From an optimization exercise on the open Yosys and OpenROAD flow, aimed at small area, a short achievable clock period and few clock cycles per item; shortcuts taken in it are not production practice.
Function was checked by simulation only, so behaviour that the tests miss may differ from the original.
Power is estimated from default activity; no workload was simulated.

// layer_slot_allocator
module layer_slot_allocator #(
   parameter int SLOTS = lsa_pkg::SLOTS_DEF,
   parameter int POOLS = lsa_pkg::POOLS_DEF
) (
   input  logic             clock,
   input  logic             reset,
   input  logic             req_valid,
   output logic             req_stall,
   input  logic [7:0]       req_data,
   output logic             rsp_valid,
   input  logic             rsp_stall,
   output logic [15:0]      rsp_data
);
   logic hold_ff;
   logic       v1_ff;
   logic [7:0] r1_ff;
   logic       va_ff;
   logic [7:0] ra_ff;
   logic [7:0] mba_ff;
   logic       vd_ff;
   logic [7:0] rd_ff;
   logic       md_ff;
   logic       eq_rel_ff;
   logic       eq_hd_ff;
   logic       cw_v_ff;
   logic       cw_pool_ff;
   logic       cw_push_ff;
   logic [5:0] cw_slot_ff;
   logic [6:0] cw_pos_ff;
   logic       cw_first_ff;
   logic       cw2_v_ff;
   logic       cw2_pool_ff;
   logic       cw2_push_ff;
   logic [5:0] cw2_slot_ff;
   logic [1:0] cw_pop_p_ff;
   logic [1:0] cw_push_p_ff;
   logic [1:0][6:0] fill_ff;     
   logic [1:0]      empty_ff;
   logic [1:0]      full_ff;
   logic [1:0]      one_ff;
   logic [1:0]      f63_ff;
   logic [1:0][6:0] hw_ff;
   logic [1:0]      hwf_ff;
   logic        q0v_ff;
   logic        q1v_ff;
   logic [15:0] q0_ff;
   logic [15:0] q1_ff;
   logic [1:0][5:0] head;
   logic [1:0][5:0] head_nx;
   for (genvar p = 0; p < 2; p++) begin : g_fifo
      lsa_queue_mem #(
         .DEPTH (SLOTS),
         .WIDTH (6)
      ) u_mem (
         .clock     (clock),
         .pop       (cw_pop_p_ff[p]),
         .push      (cw_push_p_ff[p]),
         .wr_pos    (cw_pos_ff),
         .wr_data   (cw_slot_ff),
         .head      (head[p]),
         .head_next (head_nx[p])
      );
   end
   logic       a0_pool;
   logic [5:0] a0_slot;
   logic [7:0] part;
   logic [7:0] part_c;
   assign a0_pool = r1_ff[6];
   assign a0_slot = r1_ff[5:0];
   lsa_pool_ctrl #(
      .SLOTS (SLOTS),
      .POOLS (POOLS)
  ...
==> flow/config.mk <==
export PLATFORM = sky130hd
export DESIGN_NAME = layer_slot_allocator
export DESIGN_NICKNAME = layer_slot_allocator
export VERILOG_FILES = /design/flow/design.v
export SDC_FILE = /design/flow/constraint.sdc
export NUM_CORES = 4
export LEC_CHECK = 0
export CAP_MARGIN = 20
export CORE_MARGIN = 2
export CORE_UTILIZATION = 60
export CTS_BUF_LIST = sky130_fd_sc_hd__clkbuf_16
export CTS_CLUSTER_DIAMETER = 80
export CTS_CLUSTER_SIZE = 25
export SETUP_SLACK_MARGIN = 2.8
export SLEW_MARGIN = 20
==> flow/constraint.sdc <==
create_clock -name core_clock -period 5.0 [get_ports {clock}]
set_input_delay 1.0000 -clock core_clock [delete_from_list [all_inputs] [get_ports {clock}]]
set_output_delay 1.0000 -clock core_clock [all_outputs]
set_load 0.01 [all_outputs]
run.sh (not shown) runs the stock make flow with config.mk's settings and CLKGATE_MAP_FILE= SYNTH_SCRIPT=/design/flow/synth_recipe.tcl, a recipe that flattens the netlist after the stock synthesis.
Testbench counts at the start, summed over its fixed seeds: cycles 32,032, items 32,000.
Edit:
- SETUP_SLACK_MARGIN: 2.8 -> 3.1
After rerunning: The changed run produced a clean layout; routed wire length came out higher by 4.8%; clock skew came out lower by 0.0035 ns; area after synthesis does not change; core utilization came out higher by 3.4 points; clock power came out higher by about 0.9%; global-route usage came out higher by 1.1 points.
Edit:
- CTS_CLUSTER_DIAMETER: 80 -> 90
- CTS_CLUSTER_SIZE: 25 -> 28
- SETUP_SLACK_MARGIN: 3.1 -> 2.9
Effect: The new run finished clean; synthesized area stays the same; global-route usage came out lower by 0.51 points; worst setup slack gets worse by 0.13 ns; utilization is lower by 2.9 points.

Setup of north:
layer_slot_allocator, a different RTL version from the one above (not shown whole).
For scale: roughly 2900 cells after synthesis, ~1000 flip-flops.
Settings: LEC_CHECK=0, CAP_MARGIN=20, CORE_MARGIN=2, CORE_UTILIZATION=66, CTS_BUF_LIST=sky130_fd_sc_hd__clkbuf_8 sky130_fd_sc_hd__clkbuf_16, CTS_CLUSTER_DIAMETER=80, CTS_CLUSTER_SIZE=20, SETUP_SLACK_MARGIN=2.9, SLEW_MARGIN=20; clock period 5.0 ns.
Testbench counts of north, summed over its fixed seeds: cycles 32,032, items 32,000.
> inputs changed (north -> south)
Settings: a change of CTS_CLUSTER_SIZE from 20 to 28; a change of CTS_BUF_LIST from sky130_fd_sc_hd__clkbuf_8 sky130_fd_sc_hd__clkbuf_16 to sky130_fd_sc_hd__clkbuf_16; a change of CTS_CLUSTER_DIAMETER from 80 to 90; a change of CORE_UTILIZATION from 66 to 60.
==> summary.txt <==
Against north, south comes in 0.39 points higher on sequential share of layout area.
In summary, south completed successfully, with a layout that passed the timing, design-rule and antenna checks.
Per the final summary, north finished and its layout is clean on timing, DRC and antenna.
Delta(clock network power, south - north) < 0
Compared with north, south shows shortest period the worst path allows lower by 13 ps.
Compared with north, south shows insertion delay to the later sink of the worst-skew pair lower by 20 ps.
STATUS total power: south wins against north
What east does differently from south at the input level:
Settings: CTS_CLUSTER_DIAMETER: 90 -> 80; CTS_CLUSTER_SIZE: 28 -> 25; SETUP_SLACK_MARGIN: 2.9 -> 3.1.
Findings:
- Final critical delay including setup and external delays (east over south): increase, 22 ps
- rsp_data[10] as the capture point of the critical path was reported by south, and q0_ff[3] by east.
- Taking south as the reference, in east switching portion of total power neither gained nor lost much; fraction of the core area covered by cells at the end of the flow +2.6 points; clock network area share stayed essentially flat.
- Relative to south, part of the power in combinational logic has increased by 0.5 points in east.
- Largest fanout on the critical path ends up lower on south.
diff inputs: east => west
Settings: swapping 25 for 28 in CTS_CLUSTER_SIZE; swapping 80 for 90 in CTS_CLUSTER_DIAMETER; swapping 60 for 66 in CORE_UTILIZATION; swapping 3.1 for 2.9 in SETUP_SLACK_MARGIN.
Findings:
- Post-cts gate resize count ended up 121 lower on west than on east.
- Number of clock buffers inserted by TritonCTS (west over east): decrease, 5
- Smallest setup slack after layout: west better than east
- Going from east to west, non-clock buffer count -84; power consumed by sequential cells flat; vertical die dimension went down 4.6%; ratio of total power to cell area increased 2.0%; register share of the cell area +3.0 points.
- First element of the critical path = q0_ff[3]: west; first element of the critical path = rd_ff[6]: east
- The critical path capture point comes out rsp_data[3] in one run and q0_ff[3] in the other, namely in west and east respectively.

==> port drivers added, routing unchanged <==
The flow's constraints put no driver on any port. The routed layouts listed below were extracted and timed again, unchanged, in two steps.
Step 1 assumes that a clkbuf_16 drives the clock port and a buf_2 every other input.
Step 2 adds t to the input delays and takes it off the output delays; t is the mean of the earliest and latest rising clock arrival at the registers after step 1. Input paths then give back, and output paths get back, about the clock's delay inside the block.
a / b / c = no drivers / after step 1 / after step 2; a / b = the first two.
run	t, ns	slack for setup (ns)	hold slack, ns	worst setup path after step 2	latest minus earliest clock arrival (ns)
the first run of note 1	0.696	2.591 / 2.591 / 2.351	0.429 / 0.429 / 0.429	input to register	0.034 / 0.033
the second run of note 1	0.697	2.794 / 2.726 / 2.652	0.430 / 0.430 / 0.430	input to register	0.028 / 0.028
the third run of note 1	0.690	2.660 / 2.591 / 2.588	0.424 / 0.424 / 0.424	input to register	0.026 / 0.026
north	0.712	2.817 / 2.751 / 2.416	0.464 / 0.464 / 0.464	input to register	0.023 / 0.023
south	0.679	2.830 / 2.764 / 2.484	0.430 / 0.430 / 0.430	input to register	0.050 / 0.050
east	0.697	2.808 / 2.765 / 2.665	0.428 / 0.428 / 0.428	input to register	0.035 / 0.035
west	0.679	2.834 / 2.770 / 2.415	0.463 / 0.463 / 0.463	input to register	0.017 / 0.017
After both steps setup and hold are still met in every run listed. The setup slack of west, which loses most, moves by -0.064 ns with the drivers and by -0.419 ns with both steps.
